Background: an optimization exercise with open tools, aiming at a short achievable clock period and few clock cycles per item. Do not read the settings as production practice.
In this exercise RTL edits were held to simulation tests only and were not proved equivalent to the original.

**design/flow/design.v**
```verilog
`default_nettype none
package rv_isa_pkg;
    localparam logic [6:0] OPC_LOAD   = 7'b0000011;
    localparam logic [6:0] OPC_OP_IMM = 7'b0010011;
    localparam logic [6:0] OPC_STORE  = 7'b0100011;
    localparam logic [6:0] OPC_OP     = 7'b0110011;
    localparam logic [2:0] F3_ADD_SUB = 3'b000;
    localparam logic [2:0] F3_WORD    = 3'b010;
    localparam logic [6:0] F7_ADD     = 7'b0000000;
    localparam logic [6:0] F7_SUB     = 7'b0100000;
endpackage
`default_nettype wire
`default_nettype none
package pipe_pkg;
    typedef logic [$clog2(32)-1:0] reg_idx_t;
    typedef enum logic [2:0] {
        OP_ADD,
        OP_SUB,
        OP_ADDI,
        OP_LOAD,
        OP_STORE
    } alu_op_t;
    typedef struct packed {
        logic             valid;
        alu_op_t          op;
        reg_idx_t         rd;
        reg_idx_t         rs1;
        reg_idx_t         rs2;
        logic [32-1:0] imm;
    } decoded_t;
    typedef struct packed {
        logic             valid;
        logic             is_load;
        logic             is_store;
        reg_idx_t         rd;
        logic [32-1:0] result;
        logic [32-1:0] store_data;
    } mem_req_t;
    typedef struct packed {
        logic             enable;
        reg_idx_t         rd;
        logic [32-1:0] value;
    } reg_write_t;
endpackage
`default_nettype wire
`timescale 1ns/1ps
`default_nettype none
module decode_stage (
    input  logic                 clock,
    input  logic                 reset,
    input  logic                 instr_valid,
    input  logic [32-1:0]     instr_bits,
    input  logic                 stall,
    input  pipe_pkg::reg_write_t reg_write,
    output pipe_pkg::decoded_t   decoded,
    output logic [32-1:0]     rs1_value,
    output logic [32-1:0]     rs2_value
);
    pipe_pkg::decoded_t      decoded_next;
    logic                    known;
    logic [6:0]              opcode;
    logic [2:0]              funct3;
    logic [6:0]              funct7;
    logic [32-1:0]        imm_i;
    logic [32-1:0]        imm_s;
    logic [32-1:0]        regs [32];
    assign opcode = instr_bits[6:0];
    assign funct3 = instr_bits[14:12];
    assign funct7 = instr_bits[31:25];
    assign imm_i  = {{(32-12){instr_bits[31]}}, instr_bits[31:20]};
    assign imm_s  = {{(32-12){instr_bits[31]}}, instr_bits[31:25], instr_bits[11:7]};
    always_comb begin
        known = 1'b0;
        decoded_next = '0;
        decoded_next.rd  = instr_bits[11:7];
        decoded_next.rs1 = instr_bits[19:15];
        decoded_next.rs2 = instr_bits[24:20];
        case (opcode)
            rv_isa_pkg::OPC_OP: begin
                known = (funct3 == rv_isa_pkg::F3_ADD_SUB) &&
                        (funct7 == rv_isa_pkg::F7_ADD || funct7 == rv_isa_pkg::F7_SUB);
                decoded_next.op = (funct7 == rv_isa_pkg::F7_SUB) ?
                                  pipe_pkg::OP_SUB : pipe_pkg::OP_ADD;
            end
            rv_isa_pkg::OPC_OP_IMM: begin
                known = (funct3 == rv_isa_pkg::F3_ADD_SUB);
                decoded_next.op  = pipe_pkg::OP_ADDI;
                decoded_next.imm = imm_i;
            end
            rv_isa_pkg::OPC_LOAD: begin
                known = (funct3 == rv_isa_pkg::F3_WORD);
                decoded_next.op  = pipe_pkg::OP_LOAD;
                decoded_next.imm = imm_i;
            end
            rv_isa_pkg::OPC_STORE: begin
                known = (funct3 == rv_isa_pkg::F3_WORD);
                decoded_next.op  = pipe_pkg::OP_STORE;
                decoded_next.imm = imm_s;
                decoded_next.rd  = '0;
            end
            default: known = 1'b0;
        endcase
        decoded_next.valid = instr_valid && known;
    end
    always_ff @(posedge clock) begin
        if (reset) begin
            decoded.valid <= 1'b0;
        end else if (!stall) begin
            decoded <= decoded_next;
        end
    end
    always_ff @(posedge clock) begin
        if (reg_write.enable) begin
            regs[reg_write.rd] <= reg_write.value;
        end
    end
    always_comb begin
        if (decoded.rs1 == '0) begin
            rs1_value = '0;
        end else if (reg_write.enable && reg_write.rd == decoded.rs1) begin
            rs1_value = reg_write.value;
        end else begin
            rs1_value = regs[decoded.rs1];
        end
        if (decoded.rs2 == '0) begin
            rs2_value = '0;
        end else if (reg_write.enable && reg_write.rd == decoded.rs2) begin
            rs2_value = reg_write.value;
        end else begin
            rs2_value = regs[decoded.rs2];
        end
    end
endmodule
`default_nettype wire
`timescale 1ns/1ps
`default_nettype none
module execute_stage (
    input  logic               clock,
    input  logic               reset,
    input  pipe_pkg::decoded_t decoded,
    input  logic [32-1:0]   rs1_value,
    input  logic [32-1:0]   rs2_value,
    input  logic               frontend_stall,
    input  logic               backend_stall,
    input  logic               fwd_m_valid,
    input  logic               fwd_m_is_load,
    input  pipe_pkg::reg_idx_t fwd_m_rd,
    input  logic [32-1:0]   fwd_m_value,
    input  logic               fwd_w_valid,
    input  pipe_pkg::reg_idx_t fwd_w_rd,
    input  logic [32-1:0]   fwd_w_value,
    output pipe_pkg::mem_req_t mem_req,
    output logic               load_use_hazard
);
    pipe_pkg::decoded_t ex_q;
    logic [32-1:0]   rs1_q;
    logic [32-1:0]   rs2_q;
    logic [32-1:0]   op_a;
    logic [32-1:0]   op_b;
    logic               uses_rs2;
    logic [32-1:0]   result;
    always_ff @(posedge clock) begin
        if (reset) begin
            ex_q.valid <= 1'b0;
        end else if (!frontend_stall) begin
            ex_q  <= decoded;
            rs1_q <= rs1_value;
            rs2_q <= rs2_value;
        end else begin
            rs1_q <= op_a;
            rs2_q <= op_b;
        end
    end
    always_comb begin
        if (fwd_m_valid && fwd_m_rd != '0 && fwd_m_rd == ex_q.rs1) begin
            op_a = fwd_m_value;
        end else if (fwd_w_valid && fwd_w_rd != '0 && fwd_w_rd == ex_q.rs1) begin
            op_a = fwd_w_value;
        end else begin
            op_a = rs1_q;
        end
        if (fwd_m_valid && fwd_m_rd != '0 && fwd_m_rd == ex_q.rs2) begin
            op_b = fwd_m_value;
        end else if (fwd_w_valid && fwd_w_rd != '0 && fwd_w_rd == ex_q.rs2) begin
            op_b = fwd_w_value;
        end else begin
            op_b = rs2_q;
        end
        uses_rs2 = (ex_q.op == pipe_pkg::OP_ADD) || (ex_q.op == pipe_pkg::OP_SUB) ||
                   (ex_q.op == pipe_pkg::OP_STORE);
        load_use_hazard = ex_q.valid && fwd_m_valid && fwd_m_is_load && fwd_m_rd != '0 &&
                          (fwd_m_rd == ex_q.rs1 || (uses_rs2 && fwd_m_rd == ex_q.rs2));
    end
    always_comb begin
        case (ex_q.op)
            pipe_pkg::OP_ADD: result = op_a + op_b;
            pipe_pkg::OP_SUB: result = op_a - op_b;
            default:          result = op_a + ex_q.imm;
        endcase
        mem_req.valid      = ex_q.valid && !(load_use_hazard && !backend_stall);
        mem_req.is_load    = (ex_q.op == pipe_pkg::OP_LOAD);
        mem_req.is_store   = (ex_q.op == pipe_pkg::OP_STORE);
        mem_req.rd         = ex_q.rd;
        mem_req.result     = result;
        mem_req.store_data = op_b;
    end
endmodule
`default_nettype wire
`timescale 1ns/1ps
`default_nettype none
module memory_stage (
    input  logic                 clock,
    input  logic                 reset,
    input  pipe_pkg::mem_req_t   mem_req,
    input  logic                 backend_stall,
    output logic                 fwd_m_valid,
    output logic                 fwd_m_is_load,
    output pipe_pkg::reg_idx_t   fwd_m_rd,
    output logic [32-1:0]     fwd_m_value,
    output logic                 fwd_w_valid,
    output pipe_pkg::reg_idx_t   fwd_w_rd,
    output logic [32-1:0]     fwd_w_value,
    output pipe_pkg::reg_write_t reg_write,
    output logic                 mmio_valid,
    output logic [32-1:0]     mmio_addr,
    output logic [32-1:0]     mmio_data
);
    localparam int RAM_AW = $clog2(64);
    pipe_pkg::mem_req_t mem_q;
    logic [32-1:0]   ram [64];
    logic [32-1:0]   ram_rdata;
    logic [RAM_AW-1:0]  ram_index;
    logic               is_mmio;
    logic               ram_write;
    logic               wb_valid;
    logic               wb_is_load;
    pipe_pkg::reg_idx_t wb_rd;
    logic [32-1:0]   wb_result;
    always_ff @(posedge clock) begin
        if (reset) begin
            mem_q.valid <= 1'b0;
        end else if (!backend_stall) begin
            mem_q <= mem_req;
        end
    end
    assign is_mmio   = (mem_q.result >= 32'h400);
    assign ram_index = mem_q.result[RAM_AW+1:2];
    assign ram_write = mem_q.valid && mem_q.is_store && !is_mmio;
    always_ff @(posedge clock) begin
        if (ram_write) begin
            ram[ram_index] <= mem_q.store_data;
        end
        if (!backend_stall) begin
            ram_rdata <= ram[ram_index];
        end
    end
    assign mmio_valid = mem_q.valid && mem_q.is_store && is_mmio;
    assign mmio_addr  = mem_q.result;
    assign mmio_data  = mem_q.store_data;
    always_ff @(posedge clock) begin
        if (reset) begin
            wb_valid <= 1'b0;
        end else if (!backend_stall) begin
            wb_valid   <= mem_q.valid && !mem_q.is_store && mem_q.rd != '0;
            wb_is_load <= mem_q.is_load;
            wb_rd      <= mem_q.rd;
            wb_result  <= mem_q.result;
        end
    end
    always_comb begin
        reg_write.enable = wb_valid;
        reg_write.rd     = wb_rd;
        reg_write.value  = wb_is_load ? ram_rdata : wb_result;
    end
    assign fwd_m_valid   = mem_q.valid && !mem_q.is_store;
    assign fwd_m_is_load = mem_q.is_load;
    assign fwd_m_rd      = mem_q.rd;
    assign fwd_m_value   = mem_q.result;
    assign fwd_w_valid   = wb_valid;
    assign fwd_w_rd      = wb_rd;
    assign fwd_w_value   = reg_write.value;
endmodule
`default_nettype wire
`timescale 1ns/1ps
`default_nettype none
module core_top (
    input  logic             clock,
    input  logic             reset,
    input  logic             instr_valid,
    output logic             instr_ready,
    input  logic [32-1:0] instr_bits,
    output logic             mmio_valid,
    input  logic             mmio_ready,
    output logic [32-1:0] mmio_addr,
    output logic [32-1:0] mmio_data
);
    pipe_pkg::decoded_t   decoded;
    pipe_pkg::mem_req_t   mem_req;
    pipe_pkg::reg_write_t reg_write;
    logic [32-1:0]     rs1_value;
    logic [32-1:0]     rs2_value;
    logic                 load_use_hazard;
    logic                 backend_stall;
    logic                 frontend_stall;
    logic                 fwd_m_valid;
    logic                 fwd_m_is_load;
    pipe_pkg::reg_idx_t   fwd_m_rd;
    logic [32-1:0]     fwd_m_value;
    logic                 fwd_w_valid;
    pipe_pkg::reg_idx_t   fwd_w_rd;
    logic [32-1:0]     fwd_w_value;
    assign backend_stall  = mmio_valid && !mmio_ready;
    assign frontend_stall = backend_stall || load_use_hazard;
    assign instr_ready    = !frontend_stall;
    decode_stage u_decode (
        .clock       (clock),
        .reset       (reset),
        .instr_valid (instr_valid),
        .instr_bits  (instr_bits),
        .stall       (frontend_stall),
        .reg_write   (reg_write),
        .decoded     (decoded),
        .rs1_value   (rs1_value),
        .rs2_value   (rs2_value)
    );
    execute_stage u_execute (
        .clock           (clock),
        .reset           (reset),
        .decoded         (decoded),
        .rs1_value       (rs1_value),
        .rs2_value       (rs2_value),
        .frontend_stall  (frontend_stall),
        .backend_stall   (backend_stall),
        .fwd_m_valid     (fwd_m_valid),
        .fwd_m_is_load   (fwd_m_is_load),
        .fwd_m_rd        (fwd_m_rd),
        .fwd_m_value     (fwd_m_value),
        .fwd_w_valid     (fwd_w_valid),
        .fwd_w_rd        (fwd_w_rd),
        .fwd_w_value     (fwd_w_value),
        .mem_req         (mem_req),
        .load_use_hazard (load_use_hazard)
    );
    memory_stage u_memory (
        .clock         (clock),
        .reset         (reset),
        .mem_req       (mem_req),
        .backend_stall (backend_stall),
        .fwd_m_valid   (fwd_m_valid),
        .fwd_m_is_load (fwd_m_is_load),
        .fwd_m_rd      (fwd_m_rd),
        .fwd_m_value   (fwd_m_value),
        .fwd_w_valid   (fwd_w_valid),
        .fwd_w_rd      (fwd_w_rd),
        .fwd_w_value   (fwd_w_value),
        .reg_write     (reg_write),
        .mmio_valid    (mmio_valid),
        .mmio_addr     (mmio_addr),
        .mmio_data     (mmio_data)
    );
endmodule
`default_nettype wire
```
**design/flow/run.sh**
```bash
#!/bin/bash
# synth_recipe.tcl (not shown) runs the flow's synth.tcl, then flattens the netlist and writes it again
# the make line also repeats each setting of config.mk as NAME=value (left out here)
make -C /OpenROAD-flow-scripts/flow DESIGN_CONFIG=/design/flow/config.mk WORK_HOME=/design/flow/orfs CLKGATE_MAP_FILE= SYNTH_SCRIPT=/design/flow/synth_recipe.tcl finish
```
**design/flow/config.mk**
```make
export PLATFORM = sky130hd
export DESIGN_NAME = core_top
export DESIGN_NICKNAME = core_top
export VERILOG_FILES = /design/flow/design.v
export SDC_FILE = /design/flow/constraint.sdc
export NUM_CORES = 4
export LEC_CHECK = 0
export CAP_MARGIN = 20
export CORE_MARGIN = 2
export CORE_UTILIZATION = 40
export SLEW_MARGIN = 20
```
**design/flow/constraint.sdc**
```tcl
create_clock -name core_clock -period 6.0 [get_ports {clock}]
set_input_delay 1.2000 -clock core_clock [delete_from_list [all_inputs] [get_ports {clock}]]
set_output_delay 1.2000 -clock core_clock [all_outputs]
set_load 0.01 [all_outputs]
```
==> results_dict.tcl <==
set metrics [dict create \
    fmax_mhz 176.0 \
    r2r_slack_ns 0.32 \
    clkLatencyLatePin_ns 0.96 \
    n_fill_cell 28280 \
    multi_input_area_sq_mm 0.03374 \
    cpMaxStageDelayCell "or3_1" \
    ys_seq_area_frac 0.7399 \
    grt_use_met2 0.3845 \
    numCtsBuffers 342 \
    synth_fp_nets 7311 \
    critical_path_required_ns 6.64 \
    setup_tns_ns 0 \
    skew_ns 0.07456 \
    core_sq_mm 0.3374 \
    htree_levels 5 \
    die_y_microns 586.7 \
    crit_chain "or3_1 -> o311ai_4 -> buf_4 -> o21ai_1 -> a221oi_2 -> a31o_2 -> and2_1 -> a21oi_1 -> xnor2_1 -> a21oi_1 -> ha_1 -> and4_1 -> a21boi_0 -> a41o_1 -> a221o_1 -> nand3_1 -> nand2_1 -> o41ai_2 -> o21ai_0 -> a31oi_1 -> xnor2_1" \
    start_util 0.4025 \
    grt_max_degree 110 \
    path_buf_inv 1 \
    drive_above_1_share 0.2274 \
    clock-sinks 3351 \
    placementRows 213 \
    power_mw 58.15 \
    grt_use_met3 0.06102 \
    hold_end "u_execute.ex_q[3]" \
    nNetsFinal 7642 \
    max_slew_margin 0.1250 \
    end_kind "register" \
    reg2reg_depth 21 \
    final_util 0.4634 \
    ioPinCount 102 \
    vias_per_cell 6.421 \
    path_class "reg2reg" \
    final_max_slew_viol_count 0 \
    grt_busiest_layer "met2" \
    drt_pass1_iterations 6 \
    cap_viol_max_count 0 \
    cp_top_family "compound AO/OA/AOI/OAI gates" \
    reg2reg_to "u_memory.mem_q[63]" \
    syn-instance-count 7236 \
    finalHoldViolations 0 \
    vias 79530 \
    clockBufferDepth 4 \
    clk_pin_slew_ns 0.06 \
    areaGrowthSynthToFinish_pct 15.13 \
    use_met1 0.3696 \
    routed_wl_mm 456.5 \
    start_kind "register" \
    ctsHoldBuffers 0 \
    grt.total_usage 0.2581 \
    globalRouteOverflowTotal 0 \
    ys_ff_latch 3351 \
    cts_tree "built" \
    async_flop_share 0 \
    grt_pass1_wl_mm 624.9 \
    first_global_vias 75910 \
    holdPathStages 0 \
    numPortBuffers 101 \
    fp.dieW_microns 586.7 \
    ant_nets 0 \
    slowest_delay_ns 0.48 \
    period_needed_ns 5.683 \
    synthFlopType "edfxtp_1" \
    drtIter0Drc 12650 \
    leakagePower_nw 48.21 \
    status "timing/DRC/antenna clean" \
    cp_data_arrival_time_ns 6.33 \
    vdd_drop_max_mv 0.2442 \
    cts.root.buffer_cell "clkbuf_16" \
    setup_viol 0 \
    drc 0 \
    avgSynthCellArea_sq_um 18.77 \
    power_density_mw_per_mm2 371.9 \
    whs_ns 0.4173 \
    gp_congestion 0.9093 \
    synth_cell_types 77 \
    seq_area_sq_mm 0.1005 \
    post-cts-setup-buffer-count 0 \
    path_max_fanout 21 \
    netlist_area_sq_mm 0.1358 \
    yosysWarnings 3 \
    regToRegStartpoint "u_memory.wb_rd[2]" \
    hpwl_mm 275.4 \
    wire_per_inst_microns 36.85 \
    worstHoldPathType "reg2reg" \
    post-route-period-util 0.9472 \
    hold_start "u_decode.decoded[3]" \
    die-area_sq_mm 0.3442 \
    antenna_found_initial 38 \
    synth_edf_count 3337 \
    worstMarginPinSlew_ns 1.306 \
]
==> routing by layer <==
layer	routed length, microns	share of wire
met5	86	0.00019
met4	18200	0.040
met3	52420	0.11
met2	204400	0.45
met1	181400	0.40
==> Yosys cell counts, types with 67 or more instances <==
| cell type | count | area [sq um] |
|---|---|---|
| buf_4 | 67 | 503.0 |
| buf_1 | 131 | 491.7 |
| a31oi_1 | 205 | 1282 |
| a21oi_1 | 178 | 890.9 |
| mux4_2 | 641 | 14440 |
| nor2_1 | 211 | 792.0 |
| edfxtp_1 | 3337 | 100200 |
| a22oi_1 | 598 | 4489 |
| o21ai_0 | 138 | 690.7 |
| mux2i_1 | 120 | 1201 |
| clkbuf_1 | 347 | 1303 |
| nand2_1 | 178 | 668.1 |
| a221oi_1 | 207 | 1813 |
| a22o_1 | 230 | 2014 |
| nand4_1 | 71 | 444.2 |
==> worst max-delay path by stage <==
stage          cells past startpoint            endpoint  slack [ns]                from
2_1_floorplan                     27  u_memory.mem_q[63]        0.33  u_memory.mem_q[68]
3_3_place_gp                      21  u_memory.mem_q[63]        0.07  u_memory.mem_q[67]
3_5_place_dp                      22  u_memory.mem_q[63]        0.15  u_memory.mem_q[67]
4_1_cts                           20  u_memory.mem_q[63]        0.15  u_memory.mem_q[67]
5_1_grt                           21  u_memory.mem_q[63]       -0.03   u_memory.wb_rd[2]
6_report                          21  u_memory.mem_q[63]        0.32   u_memory.wb_rd[2]
==> stage by stage <==
stage          instance area [sq um]  std cells  worst slack [ns]
6_report                      156400      12390            0.3166
2_1_floorplan                 135800       7236            0.3345
5_1_grt                       156300      12370          -0.03294
3_5_place_dp                  145200      11740            0.1451
4_1_cts                       156200      12360            0.1459
3_3_place_gp                  145200      11740           0.06520
==> area by class of cell <==
class	instances	share of cell area
Sequential cell	3351	0.6429
Multi-Input combinational cell	3288	0.2158
Clock buffer	419	0.05740
Tap cell	4515	0.03613
Timing Repair Buffer	545	0.03309
Clock inverter	202	0.01335
Inverter	39	0.0009362
Antenna cell	28	0.0004481
==> cells by family (layout without fill, tap and decap cells) <==
logic type | count (synthesis) | in the layout | share of synthesized area
compound gates | 1663 | 1663 | 0.08871
other cells | 0 | 28 | 0
mux | 803 | 803 | 0.1186
xor+xnor | 93 | 93 | 0.006053
simple gates | 690 | 690 | 0.02445
buf+inv | 597 | 1205 | 0.01861
flops | 3351 | 3351 | 0.7399
fa+ha+maj | 39 | 39 | 0.003648
==> cells in the final DEF, fill, tap and decap left out, drive strengths merged, types with 9 or more instances in the layout <==
cell type      count
o21ai            141
a31oi            205
a21o              14
xnor2             47
diode             28
nor2             212
o22ai             20
a22oi            598
mux4             641
mux2              42
or3                9
inv               52
clkdlybuf4s50    101
o21a              10
nor3              47
dfxtp             14
clkbuf           419
xor2              46
a21oi            180
and2              16
and3              10
buf              444
clkinvlp           9
a221oi           208
nor4              55
edfxtp          3337
nor2b             11
clkinv           144
bufinv            36
nand3             48
a22o             230
mux2i            120
o31ai             12
o31a               9
nand4             71
ha                38
nand2            178
==> report_power, final <==
group | internal, mW | switching, mW | total, mW
registers | 27.0 | 0.441 | 27.4
clock network | 12.2 | 9.18 | 21.4
logic | 2.80 | 6.53 | 9.33
==> timing repair <==
item,CTS,global route
gates resized for setup,0,9
setup endpoints to repair,0,6
hold endpoints to repair,0,0
==> registers in the layout, indices dropped and copies added, names as in the netlist, named ones only <==
signal / flops
u_memory.ram_rdata: 32
u_memory.wb_rd: 5
u_execute.ex_q: 31
u_decode.regs: 1024
u_memory.mem_q: 72
u_memory.wb_result: 32
u_decode.decoded: 31
u_execute.rs2_q: 32
u_memory.wb_valid: 1
u_memory.ram: 2048
u_memory.wb_is_load: 1
u_execute.rs1_q: 32
Testbench counts, summed over its fixed seeds: cycles 15,314, instrs 13,240.

re-timing with driven ports:
No port has a modelled driver above. Below, the same layout with a new extraction and two added sets of constraints.
Step 1: set_driving_cell puts a clkbuf_16 on clock and a buf_2 on each other input, an assumption about the parent block.
Step 2 moves the port delays by t, midway between the first and last clock arrival at a register: inputs arrive t later, outputs are due t later. That takes back most of the time a late clock gives input paths.
a / b / c = ideal ports / drivers / drivers and shift; a / b = the first two.
t, ns: 1.021
setup WS [ns]: 0.317 / 0.316 / 0.317
worst setup path after step 2: register to register
worst slew at a driven data input, ns: 0.04
cell pins on the clock port's net: 1
After both steps setup and hold are still met in this run. The setup slack of this run moves by -0.001 ns with the drivers and by 0.000 ns with both steps.
